What follows belongs to an exercise in optimizing a design on an open flow for small area, a short achievable clock period and few clock cycles per item; a production flow would make more cautious choices.
The RTL was checked by simulation tests, not by an equivalence proof against the original design.
Power figures rest on the tool's default switching activity, not on a simulated workload.

===== flow/flow/run.sh =====
#!/bin/bash
# Own layout flow: the standard flow, with the port buffers made from
# plain buffers (the standard flow picks a slow delay cell for them) and
# with the resizer free to swap a cell for one of another footprint.
# Synthesis is the standard one, run unchanged.
set -euo pipefail
bash standard.sh synth > synth.log 2>&1
bash standard.sh \
	"BUFFER_PORTS_ARGS=-buffer_cell sky130_fd_sc_hd__buf_4" \
	MATCH_CELL_FOOTPRINT=0 \
	finish > layout.log 2>&1

===== flow/standard.sh =====
#!/bin/bash
# synth_recipe.tcl (not shown) runs the flow's synth.tcl, then flattens the netlist and writes it again
# the make line also repeats each setting of config.mk as NAME=value (left out here)
make -C /OpenROAD-flow-scripts/flow DESIGN_CONFIG=/design/flow/config.mk WORK_HOME=/design/flow/orfs CLKGATE_MAP_FILE= SYNTH_SCRIPT=/design/flow/synth_recipe.tcl "${@:-finish}"

===== flow/config.mk =====
export PLATFORM = sky130hd
export DESIGN_NAME = cakeField
export DESIGN_NICKNAME = cakeField
export VERILOG_FILES = /design/flow/design.v
export SDC_FILE = /design/flow/constraint.sdc
export NUM_CORES = 4
export LEC_CHECK = 0
export CAP_MARGIN = 20
export CORE_MARGIN = 2
export CORE_UTILIZATION = 40
export SETUP_SLACK_MARGIN = 2.6
export SLEW_MARGIN = 20

===== flow/constraint.sdc =====
create_clock -name core_clock -period 4.5 [get_ports {update}]
set_input_delay 0.9000 -clock core_clock [delete_from_list [all_inputs] [get_ports {update}]]
set_output_delay 0.9000 -clock core_clock [all_outputs]
set_load 0.01 [all_outputs]

===== flow/design.v =====
module cakeLane
#(
	parameter bit FallsDown = 1'b1,
	parameter logic [1:0] Speed = 2'd1,
	parameter logic [53:0] StartY = '0,
	parameter int NumWrap = 6,
	parameter logic [17:0] WrapOrder = '0
)(
	input logic update,
	input logic rst,
	input logic step,
	output logic [8:0] ringShift,
	output logic [8:0] driftShift,
	input logic [8:0] ringY,
	input logic [9:0] driftY,
	input logic qYHigh,
	output logic [5:0] rowHit
);
	localparam int CakesPerLane = 6;
	localparam int Ring = 480 / Speed;
	localparam int CakeSize = 20;
	localparam int CountW = FallsDown ? 9 : $clog2(Ring);
	logic [CountW-1:0] count;
	logic [7:0] drift;
	logic [2:0] wraps;
	logic [CakesPerLane-1:0] wrapped;
	logic atEdge;
	logic roundEnd;
	logic [CountW-1:0] countNext;
	logic [7:0] driftUp;
	if (Speed == 2'd2)
	begin : gShift2
		assign ringShift = 9'({count, 1'b0});
	end
	else
	begin : gShift1
		assign ringShift = 9'(count);
	end
	assign driftShift = {drift, 1'b0};
	function automatic logic inWindow9(input logic [8:0] pos, input int lo);
		int a;
		int b;
		a = (lo + 1) % 512;
		b = (lo + CakeSize - 1) % 512;
		if (a <= b)
			inWindow9 = (pos >= 9'(a)) && (pos <= 9'(b));
		else
			inWindow9 = (pos >= 9'(a)) || (pos <= 9'(b));
	endfunction
	function automatic logic inWindow10(input logic [9:0] pos, input int lo);
		int a;
		int b;
		a = (lo + 1) % 1024;
		b = (lo + CakeSize - 1) % 1024;
		if (a <= b)
			inWindow10 = (pos >= 10'(a)) && (pos <= 10'(b));
		else
			inWindow10 = (pos >= 10'(a)) || (pos <= 10'(b));
	endfunction
	function automatic logic [CountW-1:0] countAt(input int m);
		countAt = FallsDown ? CountW'((512 - m) % 512) : CountW'(m);
	endfunction
	function automatic int edgeMoves(input int w);
		int k;
		k = int'(StartY[9*WrapOrder[3*w +: 3] +: 9]) / int'(Speed);
		edgeMoves = FallsDown ? Ring - k : k;
	endfunction
	function automatic int wrapRank(input int c);
		wrapRank = CakesPerLane;
		for (int w = 0; w < NumWrap; w++)
			if (int'(WrapOrder[3*w +: 3]) == c)
				wrapRank = w;
	endfunction
	assign countNext[0] = !count[0];
	for (genvar i = 1; i < CountW; i++)
	begin : gCountNext
		if (FallsDown)
			assign countNext[i] = count[i] ^ !(|count[i-1:0]);
		else
			assign countNext[i] = count[i] ^ (&count[i-1:0]);
	end
	assign driftUp[0] = !drift[0];
	for (genvar i = 1; i < 8; i++)
	begin : gDriftUp
		assign driftUp[i] = drift[i] ^ (&drift[i-1:0]);
	end
	always_comb
	begin
		for (int c = 0; c < CakesPerLane; c++)
		begin
			int s;
			s = int'(StartY[9*c +: 9]);
			wrapped[c] = (wraps > 3'(wrapRank(c)));
			if (Speed != 2'd1 && s % 2 == 1)
				rowHit[c] = ({drift, 1'b0} > 9'(s)) ? inWindow10(driftY, s + 512) : inWindow10(driftY, s);
			else if (wrapped[c])
				rowHit[c] = !qYHigh && inWindow9(ringY, FallsDown ? s + 32 : s + 512 - 32);
			else
				rowHit[c] = !qYHigh && inWindow9(ringY, s);
		end
	end
	always_ff @(posedge update)
	begin
		if (rst)
		begin
			count <= '0;
			drift <= '0;
			wraps <= '0;
			atEdge <= 1'b0;
			roundEnd <= 1'b0;
		end
		else if (step)
		begin
			if (atEdge)
			begin
				wraps <= wraps + 3'd1;
				atEdge <= 1'b0;
			end
			else
			begin
				if (roundEnd)
				begin
					count <= '0;
					wraps <= '0;
				end
				else
					count <= countNext;
				drift <= driftUp;
				atEdge <= 1'b0;
				for (int w = 0; w < NumWrap; w++)
					if (!roundEnd && wraps == 3'(w) && count == countAt(edgeMoves(w) - 1))
						atEdge <= 1'b1;
				roundEnd <= !roundEnd && (count == countAt(Ring - 2));
			end
		end
	end
endmodule
module cakeRowAdd
#(
	parameter int W = 12
)(
	input logic [W-1:0] a,
	input logic [W-1:0] b,
	input logic cin,
	output logic [W-1:0] sum,
	output logic carry5
);
	logic [W-1:0] p0;
	logic [W-1:0] g;
	logic [W-1:0] p;
	always_comb
	begin
		p0 = a ^ b;
		g = a & b;
		p = p0;
		g[0] = g[0] | (p0[0] & cin);
		for (int d = 1; d < W; d = 2 * d)
			for (int i = W - 1; i >= d; i--)
			begin
				g[i] = g[i] | (p[i] & g[i-d]);
				p[i] = p[i] & p[i-d];
			end
		carry5 = g[4];
		sum[0] = p0[0] ^ cin;
		for (int i = 1; i < W; i++)
			sum[i] = p0[i] ^ g[i-1];
	end
endmodule
module pixelQueryFifo
(
	input logic update,
	input logic rst,
	input logic pixelReq,
	input logic [9:0] pixelX,
	input logic [9:0] pixelY,
	output logic pixelAck,
	input logic [35:0] laneRingShift,
	input logic [8:0] driftShift,
	output logic qValid,
	output logic [3:0] qLane,
	output logic qYHigh,
	output logic [35:0] qRingY,
	output logic [9:0] qDriftY,
	input logic qPop
);
	localparam int CakeSize = 20;
	localparam logic [39:0] LaneX = {10'd510, 10'd240, 10'd100, 10'd65};
	logic push;
	logic [3:0] inLane;
	logic takenValid;
	logic [3:0] takenLane;
	logic [9:0] takenY;
	logic [8:0] shiftNow;
	logic [8:0] shift;
	logic [9:0] frameNext;
	logic carry5;
	logic [3:0] ring2HighNext;
	logic [9:0] frame;
	logic [3:0] ring2High;
	assign push = pixelReq && !pixelAck && !takenValid;
	always_comb
	begin
		shiftNow = '0;
		for (int l = 0; l < 4; l++)
			shiftNow = shiftNow | (inLane[l] ? ((l == 2) ? driftShift : laneRingShift[9*l +: 9]) : 9'd0);
	end
	always_comb
	begin
		for (int l = 0; l < 4; l++)
			inLane[l] = (pixelX > LaneX[10*l +: 10]) && ({1'b0, pixelX} < {1'b0, LaneX[10*l +: 10]} + 11'(CakeSize));
	end
	always_ff @(posedge update)
	begin
		if (rst)
		begin
			pixelAck <= 1'b0;
			takenValid <= 1'b0;
			qValid <= 1'b0;
		end
		else
		begin
			if (push)
				pixelAck <= 1'b1;
			else if (!pixelReq)
				pixelAck <= 1'b0;
			if (push)
				takenValid <= 1'b1;
			else if (!qValid)
				takenValid <= 1'b0;
			if (!qValid)
				qValid <= takenValid;
			else if (qPop)
				qValid <= 1'b0;
		end
	end
	always_ff @(posedge update)
	begin
		if (!takenValid)
		begin
			takenLane <= inLane;
			takenY <= pixelY;
			shift <= shiftNow;
		end
	end
	cakeRowAdd #(.W(10)) frameAdd (
		.a(takenY),
		.b({1'b0, shift}),
		.cin(1'b0),
		.sum(frameNext),
		.carry5(carry5)
	);
	logic [3:0] ring2High0;
	logic [3:0] ring2High1;
	assign ring2High0 = takenY[8:5] + laneRingShift[18+5 +: 4];
	assign ring2High1 = takenY[8:5] + laneRingShift[18+5 +: 4] + 4'd1;
	assign ring2HighNext = carry5 ? ring2High1 : ring2High0;
	always_ff @(posedge update)
	begin
		if (!qValid)
		begin
			qLane <= takenLane;
			qYHigh <= takenY[9];
			frame <= frameNext;
			ring2High <= ring2HighNext;
		end
	end
	always_comb
	begin
		qRingY = {frame[8:0], {ring2High, frame[4:0]}, frame[8:0], frame[8:0]};
		qDriftY = frame;
	end
endmodule
module cakeHitTester
(
	input logic update,
	input logic rst,
	input logic qValid,
	input logic [3:0] qLane,
	output logic qPop,
	input logic [23:0] rowHit,
	output logic hitReq,
	output logic [23:0] hitMask,
	input logic hitAck
);
	localparam int NumLanes = 4;
	localparam int CakesPerLane = 6;
	logic [5:0] cakeNow;
	logic [3:0] hitLane;
	logic [5:0] hitCake;
	always_comb
	begin
		cakeNow = '0;
		for (int l = 0; l < NumLanes; l++)
			cakeNow = cakeNow | (qLane[l] ? rowHit[l * CakesPerLane +: CakesPerLane] : '0);
	end
	assign qPop = qValid && !hitReq && !hitAck;
	always_ff @(posedge update)
	begin
		if (rst)
			hitReq <= 1'b0;
		else if (qPop)
			hitReq <= 1'b1;
		else if (hitAck)
			hitReq <= 1'b0;
	end
	always_ff @(posedge update)
	begin
		if (!hitReq)
		begin
			hitLane <= qLane;
			hitCake <= cakeNow;
		end
	end
	always_comb
	begin
		for (int l = 0; l < NumLanes; l++)
			hitMask[l * CakesPerLane +: CakesPerLane] = hitLane[l] ? hitCake : '0;
	end
endmodule
module cakeField
(
	input logic update,
	input logic rst,
	input logic step,
	input logic pixelReq,
	input logic [9:0] pixelX,
	input logic [9:0] pixelY,
	output logic pixelAck,
	output logic hitReq,
	output logic [23:0] hitMask,
	input logic hitAck
);
	localparam int NumLanes = 4;
	localparam logic [3:0] LaneFallsDown = 4'b1001;
	localparam logic [7:0] LaneSpeed = {2'd1, 2'd2, 2'd1, 2'd1};
	localparam logic [215:0] LaneStartY = {
		{9'd400, 9'd330, 9'd255, 9'd200, 9'd100, 9'd20},
		{9'd375, 9'd350, 9'd210, 9'd180, 9'd75, 9'd25},
		{9'd440, 9'd340, 9'd290, 9'd220, 9'd150, 9'd50},
		{9'd450, 9'd370, 9'd290, 9'd200, 9'd150, 9'd70}
	};
	localparam logic [15:0] LaneNumWrap = {4'd6, 4'd3, 4'd6, 4'd6};
	localparam logic [71:0] LaneWrapOrder = {
		{3'd0, 3'd1, 3'd2, 3'd3, 3'd4, 3'd5},
		{3'd0, 3'd0, 3'd0, 3'd4, 3'd3, 3'd2},
		{3'd5, 3'd4, 3'd3, 3'd2, 3'd1, 3'd0},
		{3'd0, 3'd1, 3'd2, 3'd3, 3'd4, 3'd5}
	};
	logic [23:0] rowHit;
	logic qValid;
	logic [3:0] qLane;
	logic qYHigh;
	logic qPop;
	logic [35:0] laneRingShift;
	logic [35:0] laneDriftShift;
	logic [35:0] qRingY;
	logic [9:0] qDriftY;
	for (genvar g = 0; g < NumLanes; g++)
	begin : gLane
		cakeLane #(
			.FallsDown(LaneFallsDown[g]),
			.Speed(LaneSpeed[2*g +: 2]),
			.StartY(LaneStartY[54*g +: 54]),
			.NumWrap(int'(LaneNumWrap[4*g +: 4])),
			.WrapOrder(LaneWrapOrder[18*g +: 18])
		) lane (
			.update(update),
			.rst(rst),
			.step(step),
			.ringShift(laneRingShift[9*g +: 9]),
			.driftShift(laneDriftShift[9*g +: 9]),
			.ringY(qRingY[9*g +: 9]),
			.driftY(qDriftY),
			.qYHigh(qYHigh),
			.rowHit(rowHit[6*g +: 6])
		);
	end
	pixelQueryFifo queryFifo (
		.update(update),
		.rst(rst),
		.pixelReq(pixelReq),
		.pixelX(pixelX),
		.pixelY(pixelY),
		.pixelAck(pixelAck),
		.laneRingShift(laneRingShift),
		.driftShift(laneDriftShift[18 +: 9]),
		.qValid(qValid),
		.qLane(qLane),
		.qYHigh(qYHigh),
		.qRingY(qRingY),
		.qDriftY(qDriftY),
		.qPop(qPop)
	);
	cakeHitTester hitTester (
		.update(update),
		.rst(rst),
		.qValid(qValid),
		.qLane(qLane),
		.qPop(qPop),
		.rowHit(rowHit),
		.hitReq(hitReq),
		.hitMask(hitMask),
		.hitAck(hitAck)
	);
endmodule

==> results of run 1 <==
-- kinds of logic (layout without fill, tap and decap cells) --
group	after synthesis	in the layout
mux	8	8
buf+inv	98	201
flops	119	119
xor+xnor	36	36
compound gates	210	210
fa+ha+maj	60	60
simple gates	408	409
-- final timing paths --
| path | start | end | cells past startpoint | slack [ps] |
|---|---|---|---|---|
| max | queryFifo.frame[8] | hitTester.hitCake[2] | 7 | 2340 |
| min | queryFifo.takenLane[1] | queryFifo.qLane[1] | 0 | 420 |
| max reg2reg | queryFifo.frame[8] | hitTester.hitCake[2] | 7 | 2340 |
| min reg2reg | queryFifo.takenLane[1] | queryFifo.qLane[1] | 0 | 420 |
-- metrics by stage --
stage	utilization	instances
final	0.532	1308
after global routing	0.532	1308
after CTS	0.502	1286
after detailed placement	0.439	1206
after global placement	0.439	1206
after floorplan	-	939
-- cell usage after synthesis, drive strengths merged, types with 7 or more instances --
| cell type | n |
|---|---|
| nor2 | 103 |
| nand2 | 94 |
| dfxtp | 67 |
| a21oi | 60 |
| ha | 58 |
| edfxtp | 52 |
| inv | 46 |
| o21ai | 41 |
| clkbuf | 36 |
| and2 | 28 |
| nand3 | 27 |
| nor3 | 24 |
| nand2b | 19 |
| xor2 | 19 |
| xnor2 | 17 |
| buf | 16 |
| nand4 | 16 |
| nand4b | 15 |
| or3 | 13 |
| a211oi | 12 |
| nor2b | 12 |
| nand3b | 10 |
| a222oi | 9 |
| and3 | 9 |
| nor3b | 8 |
| nor4 | 8 |
| a22oi | 7 |
-- report_power, final --
| group | switching [W] | internal, W | total, W |
|---|---|---|---|
| Combinational | 0.000605 | 0.000503 | 0.00111 |
| Sequential | 0.000149 | 0.00124 | 0.00139 |
| Clock | 0.000455 | 0.000723 | 0.00118 |
-- area by class of cell --
type | instances | area (µm²) | share of cell area
Multi-Input combinational cell | 723 | 5330 | 0.513
Sequential cell | 119 | 2920 | 0.281
Timing Repair Buffer | 123 | 1110 | 0.107
Clock buffer | 26 | 479 | 0.0461
Tap cell | 265 | 332 | 0.0319
Inverter | 46 | 180 | 0.0173
Clock inverter | 6 | 27.5 | 0.00265
-- sequential cells by signal, indices dropped and copies added, names as in the netlist --
register	count
queryFifo.qLane	4
gLane.lane.wraps	12
gLane.lane.roundEnd	4
gLane.lane.count	35
queryFifo.takenLane	4
queryFifo.qValid	1
hitTester.hitReq	1
queryFifo.ring2High	4
queryFifo.pixelAck	1
queryFifo.shift	9
queryFifo.frame	10
queryFifo.qYHigh	1
hitTester.hitLane	4
hitTester.hitCake	6
gLane.lane.drift	8
queryFifo.takenValid	1
gLane.lane.atEdge	4
queryFifo.takenY	10
-- metal layers --
metal / part of all wire / wire (µm) / vias to the layer above
met5: 0 / 0 / -
met1: 0.44 / 10300 / 3546
met3: 0.070 / 1640 / 64
li1: - / - / 3618
met2: 0.45 / 10700 / 332
met4: 0.036 / 845 / 0
-- cell usage in the layout, fill, tap and decap left out, types with 18 or more instances in the layout --
cell type and instances:
sky130_fd_sc_hd__nor3_1 23, sky130_fd_sc_hd__nand3_1 27, sky130_fd_sc_hd__nor2_1 98, sky130_fd_sc_hd__edfxtp_1 52, sky130_fd_sc_hd__buf_4 78, sky130_fd_sc_hd__nand2_1 93, sky130_fd_sc_hd__o21ai_0 30, sky130_fd_sc_hd__ha_1 53
sky130_fd_sc_hd__a21oi_1 54, sky130_fd_sc_hd__buf_6 38, sky130_fd_sc_hd__dfxtp_1 59, sky130_fd_sc_hd__and2_4 19, sky130_fd_sc_hd__inv_1 38, sky130_fd_sc_hd__clkbuf_16 18
-- critical path, cell delays in order, from the launching register on --
cell	delay (ps)
sky130_fd_sc_hd__edfxtp_1	430
sky130_fd_sc_hd__buf_6	150
sky130_fd_sc_hd__nand4bb_4	250
sky130_fd_sc_hd__o221ai_2	200
sky130_fd_sc_hd__nand2b_1	90
sky130_fd_sc_hd__mux2_2	260
sky130_fd_sc_hd__or4b_4	480
sky130_fd_sc_hd__a41oi_2	140
-- what timing repair did --
action                                  4_1_cts  5_1_grt
gates cloned                                  2        0
pin swaps                                    35       52
hold buffers                                  0        0
resized for setup                            85       96
endpoints found under the setup margin       56       52
setup buffers                                46       22
==> flow_summary.ini, run 1 <==
[setup_path]
setup.worst_path.start_class = flip-flop
arrival_time_of_the_worst_setup_path_ps = 2430
worst-setup-path-type = flip-flop to flip-flop
critical_path.max_fanout = 3
worst-endpoint-required_ps = 4770
worst_setup_path_end_kind = flip-flop

[global_routing]
vias_in_the_first_global_route = 7085
gr-usage-all-layers = 0.217
overflow = 0
gr-usage-met2 = 0.336
gr-max-usage-layer = met2
largest_net_degree_at_the_start_of_global_routing = 56
met1_usage = 0.296
grt_antenna_before_repair = 0
use_met3 = 0.0384
grt_pass1_wl_mm = 37.2

[floorplanning]
die_y_um = 145
row_count = 51
starting_utilization_of_the_core_area = 0.409
core-area_um2 = 19500
die_width_um = 145
fp.dieArea_um2 = 21100
design.portCount = 51

[clock_network]
tritoncts = built
number_of_clock_buffers_inserted_by_tritoncts = 17
clock_tree.buffer_depth = 2
ctsRootBufferMaster = sky130_fd_sc_hd__clkbuf_16
clock_latency_ps = 420
htree_levels = 4
tritoncts_num_sinks = 119
clk_pin_slew_ps = 50

[hold_path]
hp-class = flip-flop to flip-flop

[yosys]
synth_area_leaders = sky130_fd_sc_hd__edfxtp_1 (20%), sky130_fd_sc_hd__dfxtp_1 (17%), sky130_fd_sc_hd__ha_1 (9.1%)
seq_area_frac_synth = 0.363
post_synth_instance_area_um2 = 7990
synth-xor-area-share = 0.0395
post_synth_fa_ha_maj_area_fraction = 0.0959
synthMuxAreaShare = 0.0110
synth_compound_gate_area_share = 0.176
synth_top_family_by_area = simple AND/OR/NAND/NOR gates
count_of_flip_flops_with_a_built_in_enable_after_synthesis = 52
dominantRegCellSynth = sky130_fd_sc_hd__dfxtp_1
syn_inst = 939
postSynth.asyncResetShare = 0
syn_avg_cell_area_um2 = 8.51
synth_area_in_simple_gates = 0.266
post-synth-top-area-cell = sky130_fd_sc_hd__edfxtp_1
yosysTopAreaCellShare = 0.195
yosys_register_bits = 119
synthesis.yosys.warnings = 7
synth.net_count = 1024
yosysUniqueCellTypes = 73

[routing]
viasPerCell = 5.78
routed_wirelength_mm = 23.5
post_drt_wl_per_cell_um = 18.0
drt_iter0_markers = 785
initial_drt_pass_iterations = 6
via_count = 7560
final_antenna_net_count = 0
drc = 0

[timing]
timing.final.crit_share = 0.480
fmax_ghz = 0.463
slew_at_the_pin_closest_to_its_max_slew_limit_ps = 955
setup_slack_ps = 2340
fin_crit_ps = 2160
drv_slew = 0
timing.final.setup_violations = 0
worst_clock_skew_ps = 10.2
report.final.hold_viol_count = 0
timing.max_slew.rel_slack = 0.363
finalHoldWorstSlack_ps = 415
final.setup.tns_ps = 0
grt_setup_unrepaired = yes

[power]
vdd.ir_drop.worst_v = 0.000279
power-per-cell-area_nw_per_um2 = 354
total_power_of_the_final_layout_w = 0.00367
p_leak_nw = 3.97

[final_layout]
n_antenna_cell = 0
ratio_of_cells_with_drive_above_1_in_the_final_layout = 0.258
non_filler_cell_area_final_um2 = 10400
filler_cell_count = 1788
syn2layout_area_growth_pct = 30.0
finalNetCount = 1115

[status]
run_status = complete, no violations

[place]
place_ws_ps = 1830
place_congestion = 0.980
io_buffers = 50
postPlaceCellArea_um2 = 8570
place.detailed.hpwl_mm = 15.7

[job]
max-cap-violations = 0
Testbench counts, summed over its fixed seeds: cycles 7,096, queries 3,072.
==> run 2, diff against run 1 <==
--- a/flow/config.mk
+++ b/flow/config.mk
@@ -8,5 +8,5 @@
 export CAP_MARGIN = 20
 export CORE_MARGIN = 2
 export CORE_UTILIZATION = 40
-export SETUP_SLACK_MARGIN = 2.6
+export SETUP_SLACK_MARGIN = 2.0
 export SLEW_MARGIN = 20
==> run 2 against run 1 <==
Die area unchanged. Fmax decreased by 9.9%. Critical endpoint unchanged. Worst hold slack is essentially flat.
==> flow_summary.ini, run 2 <==
[status]
run_status = complete, no violations

[final_layout]
syn2layout_area_growth_pct = 15.6
max_ffs_per_register = 35
fin_util = 0.473
n_antenna_cell = 0
multi_input_area_um2 = 4700
final-seq-area_um2 = 2900
largest-register = gLane.lane.count
layout.cells.most_common = sky130_fd_sc_hd__nor2_1
layout.cells.most_common_list = sky130_fd_sc_hd__nor2_1 (102), sky130_fd_sc_hd__nand2_1 (94), sky130_fd_sc_hd__dfxtp_1 (67), sky130_fd_sc_hd__buf_4 (62), sky130_fd_sc_hd__a21oi_1 (60)
top_regs = gLane.lane.count x35, gLane.lane.wraps x12
finalNetCount = 1055
ratio_of_cells_with_drive_above_1_in_the_final_layout = 0.110
filler_cell_count = 1914

[yosys]
synth.net_count = 1024
postSynth.asyncResetShare = 0
synthesis.yosys.warnings = 7
dominantRegCellSynth = sky130_fd_sc_hd__dfxtp_1
yosysTopAreaCellShare = 0.195
post_synth_instance_area_um2 = 7990
post-synth-top-area-cell = sky130_fd_sc_hd__edfxtp_1
syn_avg_cell_area_um2 = 8.51
synth_top_cells_by_count = sky130_fd_sc_hd__nor2_1 (103), sky130_fd_sc_hd__nand2_1 (94), sky130_fd_sc_hd__dfxtp_1 (67), sky130_fd_sc_hd__a21oi_1 (60), sky130_fd_sc_hd__ha_1 (58)
seq_area_frac_synth = 0.363
synth.most_common_cell = sky130_fd_sc_hd__nor2_1
syn_inst = 939
yosysUniqueCellTypes = 73
yosys_register_bits = 119
synth_area_leaders = sky130_fd_sc_hd__edfxtp_1 (20%), sky130_fd_sc_hd__dfxtp_1 (17%), sky130_fd_sc_hd__ha_1 (9.1%)
count_of_flip_flops_with_a_built_in_enable_after_synthesis = 52

[routing]
post_drt_wl_per_cell_um = 17.5
via_count = 7131
routed_wirelength_mm = 21.8
viasPerCell = 5.71
final_antenna_net_count = 0
drt_iter0_markers = 700
initial_drt_pass_iterations = 5
drc = 0

[timing]
setup_slack_ps = 2100
fmax_ghz = 0.417
fin_crit_ps = 2400
timing.final.crit_share = 0.533
grt_setup_unrepaired = no
report.final.hold_viol_count = 0
final.setup.tns_ps = 0
timing.final.setup_violations = 0
drv_slew = 0
slew_at_the_pin_closest_to_its_max_slew_limit_ps = 965
timing.max_slew.rel_slack = 0.356
worst_clock_skew_ps = 13.4

[place]
place_ws_ps = 1880
place.detailed.hpwl_mm = 15.9
io_buffers = 50
place_congestion = 0.948

[global_routing]
grt_pass1_wl_mm = 34.7
largest_net_degree_at_the_start_of_global_routing = 56
grt_antenna_before_repair = 0
gr-usage-all-layers = 0.204
overflow = 0
vias_in_the_first_global_route = 6468

[setup_path]
setup.reg_to_reg.worst_slack_ps = 2100
critical_path.n_buffers_inverters = 0
critical_path.slowest_cell = sky130_fd_sc_hd__edfxtp_1
critical_path.max_stage_delay_ps = 630
worst-endpoint-required_ps = 4760
worst-setup-path-type = flip-flop to flip-flop
path_cells = nand4bb_1 -> o221ai_1 -> nand2b_1 -> mux2_2 -> or4b_1 -> a41oi_1
worst_setup_path_end_kind = flip-flop
setup.worst_path.start_class = flip-flop
cpLargestDelayFamily = simple AND/OR/NAND/NOR gates
critical_path.max_fanout = 16
arrival_time_of_the_worst_setup_path_ps = 2650

[floorplanning]
starting_utilization_of_the_core_area = 0.409
die_width_um = 145
design.portCount = 51
row_count = 51
core-area_um2 = 19500
die_y_um = 145
fp.dieArea_um2 = 21100

[power]
vdd.ir_drop.worst_v = 0.000268
power-per-cell-area_nw_per_um2 = 388
p_leak_nw = 3.55

[clock_network]
clock_tree.buffer_depth = 2
clock_latency_ps = 420
tritoncts = built
tritoncts_num_sinks = 119
cts.hold.buffers_added = 0
htree_levels = 4
ctsRootBufferMaster = sky130_fd_sc_hd__clkbuf_16
number_of_clock_buffers_inserted_by_tritoncts = 17
clk_pin_slew_ps = 50

[hold_path]
hp-class = flip-flop to flip-flop

[job]
max-cap-violations = 0
==> run 2: cell counts after synthesis <==
No cell type changed its count.
==> run 2: logic make-up after synthesis <==
kind of cell,count (synthesis),synth area share
AOI/OAI and AO/OA,210,0.176
DFF,119,0.363
buffers and inverters,98,0.0484
muxes,8,0.0110
xor gates and xnor gates,36,0.0395
adders and majority gates,60,0.0959
and+or+nand+nor,408,0.266
==> run 2: routing by layer <==
metal / track usage / wire length [µm]
met4: 0.103 / 823
met1: 0.280 / 10000
met2: 0.309 / 9570
met3: 0.0390 / 1400
met5: 0 / 0
==> run 2: timing repair <==
item / CTS / global route
buffers inserted: 4 / 7
endpoints found under the setup margin: 2 / 4
resized for setup: 0 / 2
==> run 2: power breakdown <==
| group | switching (W) | internal (W) | total, W |
|---|---|---|---|
| Sequential | 0.000177 | 0.00124 | 0.00142 |
| Clock | 0.000469 | 0.000961 | 0.00143 |
| Combinational | 0.000441 | 0.000293 | 0.000734 |
| Total | 0.00109 | 0.00249 | 0.00358 |
==> run 2: path summary, 6_finish.rpt <==
kind / from / endpoint / cells past startpoint
max: queryFifo.frame[8] / hitTester.hitCake[2] / 6
min: queryFifo.takenLane[2] / queryFifo.qLane[2] / 0
max reg2reg: queryFifo.frame[8] / hitTester.hitCake[2] / 6
min reg2reg: queryFifo.takenLane[2] / queryFifo.qLane[2] / 0
==> run 2: worst register-to-register path, cell delays in order, from the launching register on <==
cell and delay, ps:
sky130_fd_sc_hd__edfxtp_1 630, sky130_fd_sc_hd__nand4bb_1 370, sky130_fd_sc_hd__o221ai_1 230, sky130_fd_sc_hd__nand2b_1 100, sky130_fd_sc_hd__mux2_2 260, sky130_fd_sc_hd__or4b_1 470
sky130_fd_sc_hd__a41oi_1 180
==> run 2: cell type report <==
| class | count | area share |
|---|---|---|
| Tap cell | 265 | 0.0359 |
| Multi-Input combinational cell | 722 | 0.509 |
| Sequential cell | 119 | 0.314 |
| Timing Repair Buffer | 64 | 0.0520 |
| Clock inverter | 4 | 0.00501 |
| Inverter | 46 | 0.0187 |
| Clock buffer | 28 | 0.0650 |
==> run 2: metrics by stage <==
| stage | std cells | cell area [µm²] | hold slack (ps) | total power [W] |
|---|---|---|---|---|
| after detailed placement | 1205 | 8500 | 405 | 0.00211 |
| final | 1248 | 9240 | 415 | 0.00358 |
| after floorplan | 939 | 7990 | 400 | 0.00190 |
| after global routing | 1248 | 9240 | 425 | 0.00375 |
| after CTS | 1241 | 9180 | 417 | 0.00357 |
| after global placement | 1205 | 8500 | 404 | 0.00212 |
==> run 3, diff against run 2 <==
--- a/flow/config.mk
+++ b/flow/config.mk
@@ -8,5 +8,5 @@
 export CAP_MARGIN = 20
 export CORE_MARGIN = 2
 export CORE_UTILIZATION = 40
-export SETUP_SLACK_MARGIN = 2.0
+export SETUP_SLACK_MARGIN = 2.15
 export SLEW_MARGIN = 20
==> run 3 against run 2 <==
Largest power group unchanged. Fmax is 6.3% higher. Register-to-register slack better by 140 ps. Die area stayed put. Sequential share of layout area is 0.47 points lower. Critical path depth stayed put. Setup slack better by 140 ps. Synthesized cell count stayed put. Global-route usage is 0.13 points higher. Non-clock buffer count is 17 higher. Wire length is 0.91% higher. Combinational power is 11% higher. Final cell count is 1.4% higher. Highest routed layer unchanged.
==> flow_summary.ini, run 3 <==
[yosys]
count_of_flip_flops_with_a_built_in_enable_after_synthesis = 52
syn_avg_cell_area_um2 = 8.51
post_synth_instance_area_um2 = 7990
synth_area_leaders = sky130_fd_sc_hd__edfxtp_1 (20%), sky130_fd_sc_hd__dfxtp_1 (17%), sky130_fd_sc_hd__ha_1 (9.1%)
synth_top_cells_by_count = sky130_fd_sc_hd__nor2_1 (103), sky130_fd_sc_hd__nand2_1 (94), sky130_fd_sc_hd__dfxtp_1 (67), sky130_fd_sc_hd__a21oi_1 (60), sky130_fd_sc_hd__ha_1 (58)
synth.most_common_cell = sky130_fd_sc_hd__nor2_1
post-synth-top-area-cell = sky130_fd_sc_hd__edfxtp_1
yosysUniqueCellTypes = 73
seq_area_frac_synth = 0.363
synthesis.yosys.warnings = 7
yosysTopAreaCellShare = 0.195
dominantRegCellSynth = sky130_fd_sc_hd__dfxtp_1
syn_inst = 939
postSynth.asyncResetShare = 0
synth.net_count = 1024
yosys_register_bits = 119

[final_layout]
n_antenna_cell = 0
ratio_of_cells_with_drive_above_1_in_the_final_layout = 0.128
fin_util = 0.480
finalNetCount = 1072
layout.cells.most_common_list = sky130_fd_sc_hd__nor2_1 (102), sky130_fd_sc_hd__nand2_1 (94), sky130_fd_sc_hd__buf_4 (78), sky130_fd_sc_hd__dfxtp_1 (66), sky130_fd_sc_hd__a21oi_1 (60)
max_ffs_per_register = 35
syn2layout_area_growth_pct = 17.4
top_regs = gLane.lane.count x35, gLane.lane.wraps x12
largest-register = gLane.lane.count
layout.cells.most_common = sky130_fd_sc_hd__nor2_1

[timing]
timing.final.crit_share = 0.501
final.setup.tns_ps = 0
fin_crit_ps = 2260
worst_clock_skew_ps = 10.4
timing.final.setup_violations = 0
fmax_ghz = 0.443
report.final.hold_viol_count = 0
slew_at_the_pin_closest_to_its_max_slew_limit_ps = 972
grt_setup_unrepaired = yes
finalHoldWorstSlack_ps = 415
drv_slew = 0
timing.max_slew.rel_slack = 0.351

[routing]
viasPerCell = 5.72
post_drt_wl_per_cell_um = 17.4
routed_wirelength_mm = 22.0
drc = 0
initial_drt_pass_iterations = 6
drt_iter0_markers = 773
via_count = 7236
final_antenna_net_count = 0

[floorplanning]
design.portCount = 51
row_count = 51
fp.dieArea_um2 = 21100
core-area_um2 = 19500
die_width_um = 145
starting_utilization_of_the_core_area = 0.409
die_y_um = 145

[clock_network]
tritoncts = built
ctsRootBufferMaster = sky130_fd_sc_hd__clkbuf_16
clock_tree.buffer_depth = 2
tritoncts_num_sinks = 119
htree_levels = 4
clk_pin_slew_ps = 50
number_of_clock_buffers_inserted_by_tritoncts = 17
clock_latency_ps = 420
cts.hold.buffers_added = 0

[setup_path]
critical_path.n_buffers_inverters = 0
arrival_time_of_the_worst_setup_path_ps = 2510
path_cells = o2111ai_1 -> o221ai_1 -> nand2b_1 -> mux2_2 -> or4b_1 -> a41oi_1
critical_path.max_stage_delay_ps = 560
critical_path.max_fanout = 11
critical_path.reg2reg.startpoint = queryFifo.frame[2]
critical_path.slowest_cell = sky130_fd_sc_hd__edfxtp_1
cpLargestDelayFamily = compound AO/OA/AOI/OAI gates
critical_path.reg2reg.endpoint = hitTester.hitCake[2]
worstRegToRegCells = 6
worst_setup_path_end_kind = flip-flop
setup.worst_path.start_class = flip-flop
worst-setup-path-type = flip-flop to flip-flop
setup.reg_to_reg.worst_slack_ps = 2240
worst-endpoint-required_ps = 4750

[hold_path]
hold_depth = 0
timing.hold.worst_endpoint = queryFifo.qLane[2]
worstHoldStart = queryFifo.takenLane[2]
hp-class = flip-flop to flip-flop

[global_routing]
grt_antenna_before_repair = 0
largest_net_degree_at_the_start_of_global_routing = 56
grt_pass1_wl_mm = 34.9
vias_in_the_first_global_route = 6528
gr-usage-all-layers = 0.206
overflow = 0

[power]
switching_power_w = 0.00111
total_power_of_the_final_layout_w = 0.00364
p_leak_nw = 3.63
fraction_of_power_consumed_by_combinational_cells = 0.223
clock_power_share = 0.394
power-per-cell-area_nw_per_um2 = 388
switching_share = 0.304
cell_internal_pwr_w = 0.00253
power.share.sequential = 0.382
vdd.ir_drop.worst_v = 0.000272

[job]
max-cap-violations = 0

[place]
io_buffers = 50
place_congestion = 0.948
place.detailed.hpwl_mm = 15.9

[status]
run_status = complete, no violations
## run 3: cell counts after synthesis
No cell type changed its count.
## run 3: cells by family (layout without fill, tap and decap cells)
logic type,after synthesis,after routing,synth area share
AOI/OAI and AO/OA,210,210,0.176
xor gates and xnor gates,36,36,0.0395
adders and majority gates,60,60,0.0959
buffers and inverters,98,159,0.0484
DFF,119,119,0.363
muxes,8,8,0.0110
and+or+nand+nor,408,408,0.266
## run 3: worst max-delay path by stage
stage | cells past startpoint | endpoint | slack, ps | start
floorplan | 8 | gLane[1].lane.count[8] | 2200 | step
global placement | 6 | queryFifo.shift[4] | 1920 | pixelX[9]
detailed placement | 6 | hitTester.hitCake[2] | 1880 | queryFifo.frame[4]
CTS | 6 | hitTester.hitCake[2] | 2160 | queryFifo.frame[8]
global route | 6 | hitTester.hitCake[4] | 2090 | queryFifo.frame[2]
finish | 6 | hitTester.hitCake[2] | 2240 | queryFifo.frame[2]
## run 3: power groups by stage
stage / combinational [W] / sequential, W / clock (W)
final: 0.000812 / 0.00139 / 0.00144
after global routing: 0.000885 / 0.00141 / 0.00151
after CTS: 0.000708 / 0.00142 / 0.00146
after detailed placement: 0.000627 / 0.00148 / 0
after global placement: 0.000634 / 0.00148 / 0
after floorplan: 0.000579 / 0.00132 / 0
## run 3: stage by stage
stage / instances / cell area, µm² / setup WS, ps
2_1_floorplan: 939 / 7990 / 2200
3_3_place_gp: 1205 / 8500 / 1920
3_5_place_dp: 1205 / 8500 / 1880
4_1_cts: 1248 / 9230 / 2160
5_1_grt: 1265 / 9380 / 2090
6_report: 1265 / 9380 / 2240
## run 3: layout make-up
cell class                      count  area (µm²)
Fill cell                        1906       10100
Timing Repair Buffer               81         608
Multi-Input combinational cell    722        4720
Clock inverter                      4        46.3
Sequential cell                   119        2900
Tap cell                          265         332
Inverter                           46         173
Clock buffer                       28         601
## run 3: timing repair
item,in CTS,in global routing
gates resized for setup,0,6
setup buffers,11,17
endpoints found under the setup margin,6,14
## run 3: metal layers
metal / vias up / part of all wire / track usage
li1: 3523 / - / -
met1: 3373 / 0.46 / 0.280
met2: 278 / 0.44 / 0.318
met3: 62 / 0.062 / 0.0403
met4: 0 / 0.038 / 0.0936
met5: - / 0 / 0
==> run 4, diff against run 3 <==
--- a/flow/config.mk
+++ b/flow/config.mk
@@ -8,5 +8,6 @@
 export CAP_MARGIN = 20
 export CORE_MARGIN = 2
 export CORE_UTILIZATION = 40
-export SETUP_SLACK_MARGIN = 2.15
+export CTS_BUF_LIST = sky130_fd_sc_hd__clkbuf_8
+export SETUP_SLACK_MARGIN = 2.2
 export SLEW_MARGIN = 20
==> run 4 against run 3 <==
Core utilization fell by 1.7 points. Sequential share of layout area rose by 1.1 points. First-iteration DRC count rose by 4.5%. Largest power group is now registers. Global-route usage fell by 0.38 points. Still clean on timing, DRC and antenna. Final cell count fell by 0.63%. Worst hold slack improved by 2.4 ps. Clock skew fell by 1.2 ps. Largest cell class unchanged. Clock-buffer cell count fell by 11.
==> flow_summary.ini, run 4 <==
[final_layout]
fin_util = 0.464
non_filler_cell_area_final_um2 = 9060
ratio_of_cells_with_drive_above_1_in_the_final_layout = 0.115
syn2layout_area_growth_pct = 13.4
filler_cell_count = 1946
largest-register = gLane.lane.count
final-seq-area_um2 = 2900
top_regs = gLane.lane.count x35, gLane.lane.wraps x12
layout.cells.most_common_list = sky130_fd_sc_hd__nor2_1 (103), sky130_fd_sc_hd__nand2_1 (94), sky130_fd_sc_hd__buf_4 (68), sky130_fd_sc_hd__dfxtp_1 (66), sky130_fd_sc_hd__a21oi_1 (60)
finalNetCount = 1064
n_antenna_cell = 0
layout.cells.most_common = sky130_fd_sc_hd__nor2_1
max_ffs_per_register = 35
post_layout_nonfiller_instances = 1257
multi_input_area_um2 = 4720

[routing]
via_count = 7189
drt_iter0_markers = 808
post_drt_wl_per_cell_um = 17.2
viasPerCell = 5.72
drc = 0
routed_wirelength_mm = 21.6
final_antenna_net_count = 0
initial_drt_pass_iterations = 8

[power]
p_leak_nw = 3.48
vdd.ir_drop.worst_v = 0.000191
power-per-cell-area_nw_per_um2 = 345

[hold_path]
hp-class = flip-flop to flip-flop
worstHoldStart = queryFifo.takenLane[2]
timing.hold.worst_endpoint = queryFifo.qLane[2]
hold_depth = 0

[yosys]
postSynth.asyncResetShare = 0
synth_top_cells_by_count = sky130_fd_sc_hd__nor2_1 (103), sky130_fd_sc_hd__nand2_1 (94), sky130_fd_sc_hd__dfxtp_1 (67), sky130_fd_sc_hd__a21oi_1 (60), sky130_fd_sc_hd__ha_1 (58)
synth_area_leaders = sky130_fd_sc_hd__edfxtp_1 (20%), sky130_fd_sc_hd__dfxtp_1 (17%), sky130_fd_sc_hd__ha_1 (9.1%)
synth.most_common_cell = sky130_fd_sc_hd__nor2_1
synth.net_count = 1024
count_of_flip_flops_with_a_built_in_enable_after_synthesis = 52
dominantRegCellSynth = sky130_fd_sc_hd__dfxtp_1
syn_avg_cell_area_um2 = 8.51
post_synth_instance_area_um2 = 7990
synthesis.yosys.warnings = 7
syn_inst = 939
seq_area_frac_synth = 0.363
yosys_register_bits = 119
yosysTopAreaCellShare = 0.195
post-synth-top-area-cell = sky130_fd_sc_hd__edfxtp_1
yosysUniqueCellTypes = 73

[global_routing]
largest_net_degree_at_the_start_of_global_routing = 56
grt_pass1_wl_mm = 34.4
gr-usage-all-layers = 0.202
overflow = 0
vias_in_the_first_global_route = 6390
grt_antenna_before_repair = 0

[setup_path]
worst-setup-path-type = flip-flop to flip-flop
worstRegToRegCells = 6
worst-endpoint-required_ps = 4790
critical_path.max_fanout = 11
critical_path.reg2reg.endpoint = hitTester.hitCake[2]
arrival_time_of_the_worst_setup_path_ps = 2580
setup.reg_to_reg.worst_slack_ps = 2210
setup.worst_path.start_class = flip-flop
worst_setup_path_end_kind = flip-flop
critical_path.reg2reg.startpoint = queryFifo.frame[6]

[floorplanning]
core-area_um2 = 19500
design.portCount = 51
starting_utilization_of_the_core_area = 0.409
die_y_um = 145
row_count = 51
die_width_um = 145
fp.dieArea_um2 = 21100

[timing]
report.final.hold_viol_count = 0
timing.final.setup_violations = 0
fin_crit_ps = 2290
drv_slew = 0
finalHoldWorstSlack_ps = 417
slew_at_the_pin_closest_to_its_max_slew_limit_ps = 1000
grt_setup_unrepaired = yes
timing.final.crit_share = 0.510
final.setup.tns_ps = 0
worst_clock_skew_ps = 9.25
fmax_ghz = 0.436
timing.max_slew.rel_slack = 0.330

[place]
place_congestion = 0.966
io_buffers = 50
postPlaceCellArea_um2 = 8510
place.detailed.hpwl_mm = 15.8
dp.cells = 1206

[clock_network]
cts.hold.buffers_added = 0
htree_levels = 4
clock_latency_ps = 450
ctsRootBufferMaster = sky130_fd_sc_hd__clkbuf_8
number_of_clock_buffers_inserted_by_tritoncts = 17
tritoncts_num_sinks = 119
tritoncts = built
clk_pin_slew_ps = 70
clock_tree.buffer_depth = 2

[job]
max-cap-violations = 0

[status]
run_status = complete, no violations
==> run 4: report_power, final <==
group	internal [W]	leakage [nW]	switching [W]	total [W]
Clock	0.000529	0.205	0.000425	0.000953
Sequential	0.00124	1.12	0.000161	0.00140
Combinational	0.000318	2.15	0.000457	0.000775
==> run 4: what timing repair did <==
item / in CTS / in global routing
setup endpoints to repair: 5 / 11
setup buffers: 10 / 9
endpoints found under the hold margin: 0 / 0
gates resized for setup: 1 / 8
pin swaps: 0 / 1
==> run 4: cell families after synthesis <==
family | synth area share
AOI/OAI and AO/OA | 0.176
xor gates and xnor gates | 0.0395
adders and majority gates | 0.0959
buffers and inverters | 0.0484
DFF | 0.363
muxes | 0.0110
and+or+nand+nor | 0.266
==> run 4: through the flow <==
| step | setup WS [ps] | power [W] |
|---|---|---|
| 5_1_grt | 2100 | 0.00329 |
| 3_3_place_gp | 1930 | 0.00211 |
| 3_5_place_dp | 1850 | 0.00211 |
| 6_report | 2210 | 0.00313 |
| 4_1_cts | 2150 | 0.00310 |
| 2_1_floorplan | 2270 | 0.00190 |
==> run 4: worst max-delay path by stage <==
stage | startpoint | to | slack (ps) | cells past startpoint
3_3_place_gp | pixelX[9] | queryFifo.shift[1] | 1930 | 6
6_report | queryFifo.frame[6] | hitTester.hitCake[2] | 2210 | 6
3_5_place_dp | pixelX[9] | queryFifo.shift[1] | 1850 | 6
2_1_floorplan | step | gLane[1].lane.count[8] | 2270 | 8
4_1_cts | queryFifo.frame[4] | hitTester.hitCake[2] | 2150 | 7
5_1_grt | queryFifo.frame[6] | hitTester.hitCake[2] | 2100 | 6
==> run 4: layer usage <==
layer  GRT usage  up-vias  wire [µm]
li1            -     3510          -
met1       0.277     3309       9880
met2       0.299      313       9340
met3      0.0421       57       1480
met4       0.106        0        886
met5           0        -          0
==> run 4: area by class of cell <==
type	count	share of cell area
Multi-Input combinational cell	722	0.521
Sequential cell	119	0.321
Timing Repair Buffer	73	0.0609
Tap cell	265	0.0366
Clock buffer	17	0.0258
Inverter	46	0.0191
Clock inverter	15	0.0160
==> run 4: worst max-delay path: stages (launching register included) <==
cell                        delay (ps)
sky130_fd_sc_hd__edfxtp_1          580
sky130_fd_sc_hd__nand4bb_1         320
sky130_fd_sc_hd__o221ai_1          240
sky130_fd_sc_hd__nand2b_1          100
sky130_fd_sc_hd__mux2_2            260
sky130_fd_sc_hd__or4b_1            470
sky130_fd_sc_hd__a41oi_1           170
==> run 5, diff against run 4 <==
--- a/flow/config.mk
+++ b/flow/config.mk
@@ -8,6 +8,5 @@
 export CAP_MARGIN = 20
 export CORE_MARGIN = 2
 export CORE_UTILIZATION = 40
-export CTS_BUF_LIST = sky130_fd_sc_hd__clkbuf_8
-export SETUP_SLACK_MARGIN = 2.2
+export SETUP_SLACK_MARGIN = 2.3
 export SLEW_MARGIN = 20
==> run 5 against run 4 <==
Clock skew rose by 1.7 ps. Sequential power is essentially flat. Core utilization rose by 3.0 points. Final cell count up 1.4%. Critical path type unchanged. Global-route usage is 0.73 points higher. Combinational power increased by 17%. First-iteration DRC count rose by 4.2%. Clock-buffer cell count is the same. Wire length rose by 4.7%. Highest routed layer unchanged. Worst hold slack got worse by 6.6 ps.
==> flow_summary.ini, run 5 <==
[yosys]
post-synth-top-area-cell = sky130_fd_sc_hd__edfxtp_1
synth.most_common_cell = sky130_fd_sc_hd__nor2_1
dominantRegCellSynth = sky130_fd_sc_hd__dfxtp_1
yosys_register_bits = 119
synthesis.yosys.warnings = 7
synth.net_count = 1024
synth_area_leaders = sky130_fd_sc_hd__edfxtp_1 (20%), sky130_fd_sc_hd__dfxtp_1 (17%), sky130_fd_sc_hd__ha_1 (9.1%)
count_of_flip_flops_with_a_built_in_enable_after_synthesis = 52
yosysUniqueCellTypes = 73
post_synth_instance_area_um2 = 7990
syn_avg_cell_area_um2 = 8.51
seq_area_frac_synth = 0.363
postSynth.asyncResetShare = 0
synth_top_cells_by_count = sky130_fd_sc_hd__nor2_1 (103), sky130_fd_sc_hd__nand2_1 (94), sky130_fd_sc_hd__dfxtp_1 (67), sky130_fd_sc_hd__a21oi_1 (60), sky130_fd_sc_hd__ha_1 (58)
syn_inst = 939
yosysTopAreaCellShare = 0.195

[hold_path]
hold_depth = 0
hp-class = flip-flop to flip-flop

[timing]
fin_crit_ps = 2230
worst_clock_skew_ps = 10.9
timing.final.crit_share = 0.494
grt_setup_unrepaired = yes
timing.max_slew.rel_slack = 0.336
timing.final.setup_violations = 0
slew_at_the_pin_closest_to_its_max_slew_limit_ps = 994
drv_slew = 0
fmax_ghz = 0.449
report.final.hold_viol_count = 0
final.setup.tns_ps = 0
finalHoldWorstSlack_ps = 411

[routing]
viasPerCell = 5.71
post_drt_wl_per_cell_um = 17.7
initial_drt_pass_iterations = 7
drc = 0
via_count = 7285
routed_wirelength_mm = 22.6
drt_iter0_markers = 842
final_antenna_net_count = 0

[power]
total_power_of_the_final_layout_w = 0.00376
vdd.ir_drop.worst_v = 0.000245
power-per-cell-area_nw_per_um2 = 390
p_leak_nw = 3.70

[final_layout]
layout.cells.most_common = sky130_fd_sc_hd__nor2_1
n_antenna_cell = 0
top_regs = gLane.lane.count x35, gLane.lane.wraps x12
ratio_of_cells_with_drive_above_1_in_the_final_layout = 0.160
layout.cells.most_common_list = sky130_fd_sc_hd__nor2_1 (101), sky130_fd_sc_hd__nand2_1 (94), sky130_fd_sc_hd__buf_4 (80), sky130_fd_sc_hd__dfxtp_1 (66)
syn2layout_area_growth_pct = 20.7
max_ffs_per_register = 35
finalNetCount = 1082
filler_cell_count = 1915
non_filler_cell_area_final_um2 = 9640
largest-register = gLane.lane.count

[global_routing]
grt_antenna_before_repair = 0
vias_in_the_first_global_route = 6696
gr-usage-all-layers = 0.209
grt_pass1_wl_mm = 35.8
largest_net_degree_at_the_start_of_global_routing = 56
overflow = 0

[status]
run_status = complete, no violations

[setup_path]
arrival_time_of_the_worst_setup_path_ps = 2490
worst_setup_path_end_kind = flip-flop
worstRegToRegCells = 7
critical_path.max_fanout = 7
worst-setup-path-type = flip-flop to flip-flop
worst-endpoint-required_ps = 4770
setup.worst_path.start_class = flip-flop

[place]
io_buffers = 50
postPlaceCellArea_um2 = 8510
place_congestion = 0.934
place.detailed.hpwl_mm = 16.0

[job]
max-cap-violations = 0

[floorplanning]
row_count = 51
starting_utilization_of_the_core_area = 0.409
core-area_um2 = 19500
design.portCount = 51
fp.dieArea_um2 = 21100
die_y_um = 145
die_width_um = 145

[clock_network]
cts.hold.buffers_added = 0
tritoncts = built
clock_latency_ps = 420
clock_tree.buffer_depth = 2
htree_levels = 4
ctsRootBufferMaster = sky130_fd_sc_hd__clkbuf_16
tritoncts_num_sinks = 119
clk_pin_slew_ps = 60
number_of_clock_buffers_inserted_by_tritoncts = 17
==> run 5: path summary, 6_finish.rpt <==
kind,to,from,slack [ps]
max reg2reg,hitTester.hitCake[2],queryFifo.frame[1],2270
min,queryFifo.qLane[0],queryFifo.takenLane[0],410
max,hitTester.hitCake[2],queryFifo.frame[1],2270
min reg2reg,queryFifo.qLane[0],queryFifo.takenLane[0],410
==> run 5: cells by family (layout without fill, tap and decap cells) <==
family	after synthesis	after routing	synth area share
and+or+nand+nor	408	408	0.266
AOI/OAI and AO/OA	210	210	0.176
DFF	119	119	0.363
buffers and inverters	98	169	0.0484
adders and majority gates	60	60	0.0959
xor gates and xnor gates	36	36	0.0395
muxes	8	8	0.0110
==> run 5: layout make-up <==
type	count	area, µm²	share of cell area
clock buffers	17	425	0.0441
clock inverters	15	209	0.0217
inverters	46	173	0.0179
multi-input cells	722	4880	0.506
flip-flops and latches	119	2900	0.301
well taps	265	332	0.0344
repair buffers	91	716	0.0742
==> run 5: routing by layer <==
metal,vias to the layer above,track usage,part of all wire
li1,3559,-,-
met1,3439,0.289,0.46
met2,247,0.331,0.46
met3,40,0.0346,0.054
met4,0,0.0779,0.024
met5,-,0,0
==> run 5: where the power goes <==
group          internal, W  switching [W]
Clock             0.000973       0.000492
Sequential         0.00124       0.000147
Combinational     0.000385       0.000521
==> run 5: worst max-delay path, cell delays in order, from the launching register on <==
cell and delay, ps:
sky130_fd_sc_hd__edfxtp_1 360, sky130_fd_sc_hd__buf_4 190, sky130_fd_sc_hd__buf_4 150, sky130_fd_sc_hd__or3_1 120, sky130_fd_sc_hd__a21oi_2 70, sky130_fd_sc_hd__nor4b_1 650
sky130_fd_sc_hd__o211ai_1 290, sky130_fd_sc_hd__a41oi_2 250
==> run 5: repair_timing <==
item,in CTS,in global routing
pin swaps,0,8
resized for setup,6,41
gates cloned,0,0
buffers inserted,21,16
endpoints found under the hold margin,0,0
endpoints found under the setup margin,8,22
==> run 5: metrics by stage <==
step                      cells  worst slack (ps)   util
after global placement     1206              1930  0.436
final                      1275              2270  0.494
after detailed placement   1206              1900  0.436
after global routing       1275              2220  0.494
after CTS                  1259              2280  0.477
after floorplan             939              2320      -
==> run 6, diff against run 5 <==
==> flow/flow/run.sh (replaced) <==
#!/bin/bash
# Own layout flow: the standard flow, with the port buffers made from
# plain buffers (the standard flow picks a slow delay cell for them) and
# with the resizer free to swap a cell for one of another footprint.
# After global routing the resizer gives back area on gates off the
# critical paths (RECOVER_POWER). Synthesis is the standard one, run unchanged.
set -euo pipefail
bash standard.sh synth > synth.log 2>&1
bash standard.sh \
	"BUFFER_PORTS_ARGS=-buffer_cell sky130_fd_sc_hd__buf_4" \
	MATCH_CELL_FOOTPRINT=0 \
	RECOVER_POWER=100 \
	finish > layout.log 2>&1
==> run 6 against run 5 <==
Highest routed layer unchanged. Clock-buffer cell count unchanged. Fmax down 27%. Worst hold slack better by 5.8 ps. Register-to-register slack got worse by 350 ps. Clock skew grew 2.1 ps. Total power decreased by 0.42%.
==> flow_summary.ini, run 6 <==
[status]
run_status = complete, no violations

[setup_path]
critical_path.reg2reg.startpoint = queryFifo.frame[6]
critical_path.slowest_cell = sky130_fd_sc_hd__clkbuf_1
critical_path.reg2reg.endpoint = hitTester.hitCake[0]
worstRegToRegCells = 8
critical_path.max_fanout = 28
setup.worst_path.start_class = input pin
worst-setup-path-type = input pin to flip-flop
cpLargestDelayFamily = simple AND/OR/NAND/NOR gates
worst-endpoint-required_ps = 4820
critical_path.n_buffers_inverters = 1
worst_setup_path_end_kind = flip-flop
arrival_time_of_the_worst_setup_path_ps = 3380
crit_top_cell = sky130_fd_sc_hd__or3_1
critical_path.max_stage_delay_ps = 870
setup.reg_to_reg.worst_slack_ps = 1920
path_cells = clkbuf_1 -> nand2b_1 -> or3_1 -> or3_1 -> a221oi_1

[timing]
final.setup.tns_ps = 0
setup_slack_ps = 1440
report.final.hold_viol_count = 0
worst_clock_skew_ps = 13.0
finalHoldWorstSlack_ps = 417
timing.max_slew.rel_slack = 0.187
drv_slew = 0
timing.final.setup_violations = 0
slew_at_the_pin_closest_to_its_max_slew_limit_ps = 1220
fmax_ghz = 0.327
grt_setup_unrepaired = yes
fin_crit_ps = 3060
timing.final.crit_share = 0.680

[yosys]
seq_area_frac_synth = 0.363
synth.most_common_cell = sky130_fd_sc_hd__nor2_1
synth_area_in_simple_gates = 0.266
post_synth_fa_ha_maj_area_fraction = 0.0959
yosysUniqueCellTypes = 73
count_of_flip_flops_with_a_built_in_enable_after_synthesis = 52
post-synth-top-area-cell = sky130_fd_sc_hd__edfxtp_1
synth_compound_gate_area_share = 0.176
synth-xor-area-share = 0.0395
synth_area_leaders = sky130_fd_sc_hd__edfxtp_1 (20%), sky130_fd_sc_hd__dfxtp_1 (17%), sky130_fd_sc_hd__ha_1 (9.1%)
syn_avg_cell_area_um2 = 8.51
synth.net_count = 1024
synthMuxAreaShare = 0.0110
yosys_register_bits = 119
synth_top_family_by_area = simple AND/OR/NAND/NOR gates
dominantRegCellSynth = sky130_fd_sc_hd__dfxtp_1
yosysTopAreaCellShare = 0.195
post_synth_instance_area_um2 = 7990
syn_inst = 939
postSynth.asyncResetShare = 0
synthesis.yosys.warnings = 7
synth_top_cells_by_count = sky130_fd_sc_hd__nor2_1 (103), sky130_fd_sc_hd__nand2_1 (94), sky130_fd_sc_hd__dfxtp_1 (67), sky130_fd_sc_hd__a21oi_1 (60), sky130_fd_sc_hd__ha_1 (58)

[place]
place.detailed.hpwl_mm = 16.0
place_congestion = 0.934
io_buffers = 50
place_ws_ps = 1900
dp.cells = 1206

[global_routing]
grt_pass1_wl_mm = 35.8
gr-usage-all-layers = 0.209
vias_in_the_first_global_route = 6696
overflow = 0
largest_net_degree_at_the_start_of_global_routing = 56
grt_antenna_before_repair = 0

[routing]
highest_layer = met4
drt_iter0_markers = 795
final_antenna_net_count = 0
met3WireLength_mm = 1.29
routed_wirelength_mm = 22.7
met1Wirelength_mm = 10.4
viasPerCell = 5.72
via_count = 7299
routed-wl-met2_mm = 10.4
drc = 0
initial_drt_pass_iterations = 5
post_drt_wl_per_cell_um = 17.8

[floorplanning]
design.portCount = 51
starting_utilization_of_the_core_area = 0.409
row_count = 51
die_width_um = 145
die_y_um = 145
fp.dieArea_um2 = 21100
core-area_um2 = 19500

[final_layout]
post_layout_nonfiller_instances = 1275
layout.cells.most_common = sky130_fd_sc_hd__nor2_1
layout.cells.most_common_list = sky130_fd_sc_hd__nor2_1 (101), sky130_fd_sc_hd__nand2_1 (94), sky130_fd_sc_hd__dfxtp_1 (66), sky130_fd_sc_hd__a21oi_1 (59), sky130_fd_sc_hd__ha_1 (58)
syn2layout_area_growth_pct = 19.1
finalNetCount = 1082
n_antenna_cell = 0
max_ffs_per_register = 35
top_regs = gLane.lane.count x35, gLane.lane.wraps x12
ratio_of_cells_with_drive_above_1_in_the_final_layout = 0.130
largest-register = gLane.lane.count

[clock_network]
ctsRootBufferMaster = sky130_fd_sc_hd__clkbuf_16
tritoncts_num_sinks = 119
cts.hold.buffers_added = 0
htree_levels = 4
clock_tree.buffer_depth = 2
number_of_clock_buffers_inserted_by_tritoncts = 17
clk_pin_slew_ps = 50
clock_latency_ps = 420
tritoncts = built

[job]
max-cap-violations = 0

[hold_path]
timing.hold.worst_endpoint = queryFifo.qLane[3]
hold_depth = 0
hp-class = flip-flop to flip-flop
worstHoldStart = queryFifo.takenLane[3]

[power]
power-per-cell-area_nw_per_um2 = 393
vdd.ir_drop.worst_v = 0.000245
p_leak_nw = 3.59
-- run 6: changes by cell type in the layout (fill, tap and decap cells not counted), sizes merged --
cell / previous run / this run
buf: 86 / 56
clkbuf: 22 / 52
-- run 6: layout make-up --
class                      count  area [µm²]
tap                          265         332
clock inverter                15         209
fill                        1950       10000
sequential                   119        2900
multi-input combinational    722        4840
clock buffer                  17         425
inverter                      46         173
timing repair buffer          91         633
-- run 6: kinds of logic (layout without fill, tap and decap cells) --
logic type,Yosys count,in the layout
adders and majority gates,60,60
buffers and inverters,98,169
AOI/OAI and AO/OA,210,210
muxes,8,8
xor gates and xnor gates,36,36
DFF,119,119
and+or+nand+nor,408,408
-- run 6: repair_timing --
action	in CTS	in global routing
pin swaps	0	8
endpoints found under the setup margin	8	22
buffers inserted	21	16
resized for setup	6	41
-- run 6: through the flow --
step | cell area [µm²] | total power (W) | utilization
finish | 9510 | 0.00374 | 0.487
global placement | 8510 | 0.00211 | 0.436
floorplan | 7990 | 0.00190 | -
detailed placement | 8510 | 0.00211 | 0.436
global route | 9510 | 0.00390 | 0.487
CTS | 9320 | 0.00366 | 0.477
-- run 6: how the worst max path moves through the flow --
stage               cells after the start                     end               start
floorplan                               5      queryFifo.shift[1]           pixelX[1]
global placement                        6      queryFifo.shift[1]           pixelX[9]
detailed placement                      6      queryFifo.shift[1]           pixelX[9]
CTS                                     7    hitTester.hitCake[2]  queryFifo.frame[4]
global route                            5  gLane[3].lane.count[8]                step
finish                                  5  gLane[3].lane.count[8]                step
-- run 6: metal layers --
metal | GRT usage | vias up
met2 | 0.331 | 274
met4 | 0.0779 | 0
li1 | - | 3560
met5 | 0 | -
met3 | 0.0346 | 40
met1 | 0.289 | 3425
-- run 6: power breakdown --
group	internal [W]	leakage [nW]	switching (W)	total, W
registers	0.00124	1.12	0.000148	0.00138
logic	0.000368	2.17	0.000521	0.000888
clock network	0.000973	0.303	0.000494	0.00147
total	0.00258	3.59	0.00116	0.00374
==> run 7, diff against run 6 <==
==> flow/flow/run.sh (replaced) <==
#!/bin/bash
# Own layout flow: the standard flow, with the port buffers made from
# plain buffers (the standard flow picks a slow delay cell for them) and
# with the resizer free to swap a cell for one of another footprint.
# Synthesis is the standard one, run unchanged.
set -euo pipefail
bash standard.sh synth > synth.log 2>&1
bash standard.sh \
	"BUFFER_PORTS_ARGS=-buffer_cell sky130_fd_sc_hd__buf_2" \
	MATCH_CELL_FOOTPRINT=0 \
	finish > layout.log 2>&1
--- a/flow/config.mk
+++ b/flow/config.mk
@@ -8,5 +8,6 @@
 export CAP_MARGIN = 20
 export CORE_MARGIN = 2
 export CORE_UTILIZATION = 40
-export SETUP_SLACK_MARGIN = 2.3
+export CTS_BUF_LIST = sky130_fd_sc_hd__clkbuf_4 sky130_fd_sc_hd__clkbuf_8
+export SETUP_SLACK_MARGIN = 2.2
 export SLEW_MARGIN = 20
==> run 7 against run 6 <==
Clock skew is 1.1 ps lower. Register-to-register slack better by 290 ps. Wire length is 3.5% lower. Sequential share of layout area is 1.5 points higher. Setup slack better by 770 ps. Combinational power is about 10% lower. Clock power is 26% lower. Sequential power hardly changed. Highest routed layer unchanged. Critical path type is now flip-flop to flip-flop.
==> flow_summary.ini, run 7 <==
[hold_path]
hp-class = flip-flop to flip-flop
worstHoldStart = queryFifo.takenLane[1]
timing.hold.worst_endpoint = queryFifo.qLane[1]
hold_depth = 0

[clock_network]
tritoncts = built
cts.hold.buffers_added = 0
htree_levels = 4
clock_latency_ps = 450
clock_tree.buffer_depth = 2
number_of_clock_buffers_inserted_by_tritoncts = 17
ctsRootBufferMaster = sky130_fd_sc_hd__clkbuf_8
clk_pin_slew_ps = 70
tritoncts_num_sinks = 119

[timing]
worst_clock_skew_ps = 11.9
grt_setup_unrepaired = yes
timing.final.setup_violations = 0
fmax_ghz = 0.437
drv_slew = 0
timing.final.crit_share = 0.509
final.setup.tns_ps = 0
slew_at_the_pin_closest_to_its_max_slew_limit_ps = 977
report.final.hold_viol_count = 0
timing.max_slew.rel_slack = 0.348
fin_crit_ps = 2290
finalHoldWorstSlack_ps = 432

[setup_path]
path_cells = buf_4 -> nor2_1 -> a32oi_1 -> nand4bb_1 -> o21ai_0 -> a31oi_1 -> o2111ai_1
worst-setup-path-type = flip-flop to flip-flop
arrival_time_of_the_worst_setup_path_ps = 2440
critical_path.reg2reg.endpoint = hitTester.hitCake[5]
critical_path.max_stage_delay_ps = 520
setup.reg_to_reg.worst_slack_ps = 2210
worst-endpoint-required_ps = 4650
critical_path.slowest_cell = sky130_fd_sc_hd__edfxtp_1
worstRegToRegCells = 7
critical_path.max_fanout = 7
cpLargestDelayFamily = compound AO/OA/AOI/OAI gates
setup.worst_path.start_class = flip-flop
worst_setup_path_end_kind = flip-flop
critical_path.reg2reg.startpoint = queryFifo.frame[4]
critical_path.n_buffers_inverters = 1

[routing]
drc = 0
post_drt_wl_per_cell_um = 17.3
drt_iter0_markers = 691
viasPerCell = 5.72
routed_wirelength_mm = 21.9
via_count = 7224
initial_drt_pass_iterations = 8
final_antenna_net_count = 0

[floorplanning]
fp.dieArea_um2 = 21100
design.portCount = 51
starting_utilization_of_the_core_area = 0.409
row_count = 51
die_width_um = 145
core-area_um2 = 19500
die_y_um = 145

[yosys]
synth_area_leaders = sky130_fd_sc_hd__edfxtp_1 (20%), sky130_fd_sc_hd__dfxtp_1 (17%), sky130_fd_sc_hd__ha_1 (9.1%)
count_of_flip_flops_with_a_built_in_enable_after_synthesis = 52
yosysUniqueCellTypes = 73
yosysTopAreaCellShare = 0.195
dominantRegCellSynth = sky130_fd_sc_hd__dfxtp_1
yosys_register_bits = 119
post_synth_instance_area_um2 = 7990
synth_top_cells_by_count = sky130_fd_sc_hd__nor2_1 (103), sky130_fd_sc_hd__nand2_1 (94), sky130_fd_sc_hd__dfxtp_1 (67), sky130_fd_sc_hd__a21oi_1 (60), sky130_fd_sc_hd__ha_1 (58)
syn_inst = 939
seq_area_frac_synth = 0.363
syn_avg_cell_area_um2 = 8.51
postSynth.asyncResetShare = 0
post-synth-top-area-cell = sky130_fd_sc_hd__edfxtp_1
synth.net_count = 1024
synth.most_common_cell = sky130_fd_sc_hd__nor2_1
synthesis.yosys.warnings = 7

[power]
power-per-cell-area_nw_per_um2 = 362
switching_power_w = 0.00107
clock_power_share = 0.332
total_power_of_the_final_layout_w = 0.00328
fraction_of_power_consumed_by_combinational_cells = 0.243
p_leak_nw = 3.50
power.share.sequential = 0.426
vdd.ir_drop.worst_v = 0.000186
cell_internal_pwr_w = 0.00221
switching_share = 0.327

[final_layout]
multi_input_area_um2 = 4720
final-seq-area_um2 = 2900
max_ffs_per_register = 35
n_antenna_cell = 0
largest-register = gLane.lane.count
finalNetCount = 1071
ratio_of_cells_with_drive_above_1_in_the_final_layout = 0.127
layout.cells.most_common_list = sky130_fd_sc_hd__nor2_1 (103), sky130_fd_sc_hd__nand2_1 (94), sky130_fd_sc_hd__dfxtp_1 (67), sky130_fd_sc_hd__a21oi_1 (59), sky130_fd_sc_hd__ha_1 (57)
top_regs = gLane.lane.count x35, gLane.lane.wraps x12
fin_util = 0.463
layout.cells.most_common = sky130_fd_sc_hd__nor2_1
filler_cell_count = 1933
syn2layout_area_growth_pct = 13.3

[global_routing]
gr-usage-all-layers = 0.206
vias_in_the_first_global_route = 6619
gr-usage-met2 = 0.314
largest_net_degree_at_the_start_of_global_routing = 55
grt_antenna_before_repair = 0
gr-max-usage-layer = met2
met1_usage = 0.280
grt_pass1_wl_mm = 35.1
use_met3 = 0.0384
overflow = 0

[place]
place_congestion = 0.913
io_buffers = 50
place.detailed.hpwl_mm = 15.7

[job]
max-cap-violations = 0

[status]
run_status = complete, no violations
[run 7: layer usage]
layer / part of all wire / wire length [µm]
met1: 0.45 / 9920
met2: 0.44 / 9560
met3: 0.068 / 1490
met4: 0.041 / 899
met5: 0 / 0
[run 7: layout make-up]
type                            instances  area share
Clock buffer                           17      0.0259
Clock inverter                         15      0.0231
Inverter                               46      0.0191
Multi-Input combinational cell        722       0.522
Sequential cell                       119       0.321
Tap cell                              265      0.0366
Timing Repair Buffer                   80      0.0525
[run 7: worst max path at each step]
stage                  startpoint                      to  slack (ps)  cells after the start
4_1_cts        queryFifo.frame[3]    hitTester.hitCake[2]        2190                      6
6_report       queryFifo.frame[4]    hitTester.hitCake[5]        2210                      7
3_3_place_gp                 step  gLane[3].lane.count[8]        1770                      5
5_1_grt        queryFifo.frame[5]    hitTester.hitCake[2]        2080                      6
2_1_floorplan                step  gLane[1].lane.count[8]        2270                      8
3_5_place_dp                 step  gLane[3].lane.count[8]        1750                      5
[run 7: power groups by stage]
stage / clock [W] / sequential, W / combinational, W
3_3_place_gp: 0 / 0.00149 / 0.000619
2_1_floorplan: 0 / 0.00132 / 0.000579
6_report: 0.00109 / 0.00140 / 0.000796
4_1_cts: 0.00111 / 0.00140 / 0.000737
5_1_grt: 0.00115 / 0.00141 / 0.000876
3_5_place_dp: 0 / 0.00148 / 0.000611
[run 7: per-stage QoR]
step | std cells | instance area [µm²] | setup WS [ps]
after global placement | 1206 | 8390 | 1770
after floorplan | 939 | 7990 | 2270
after CTS | 1257 | 8970 | 2190
after global routing | 1264 | 9050 | 2080
after detailed placement | 1206 | 8390 | 1750
final | 1264 | 9050 | 2210
[run 7: cell families after synthesis]
logic type	share of synthesized area
simple gates	0.266
compound gates	0.176
flops	0.363
buf+inv	0.0484
fa+ha+maj	0.0959
xor+xnor	0.0395
mux	0.0110
[run 7: timing repair]
| item | 4_1_cts | 5_1_grt |
|---|---|---|
| buffers inserted | 19 | 7 |
| gates resized for setup | 1 | 10 |
| pin swaps | 0 | 1 |
| setup endpoints to repair | 5 | 21 |
| endpoints found under the hold margin | 0 | 0 |
| gates cloned | 0 | 0 |

Re-timed with assumed drivers on the ports (clkbuf_16 on the clock, buf_2 on other inputs), run 7 has 2.212 ns of setup slack against 2.212 ns with ideal ports, and 1.814 ns once port delays also move by the mid clock arrival of 0.480 ns.
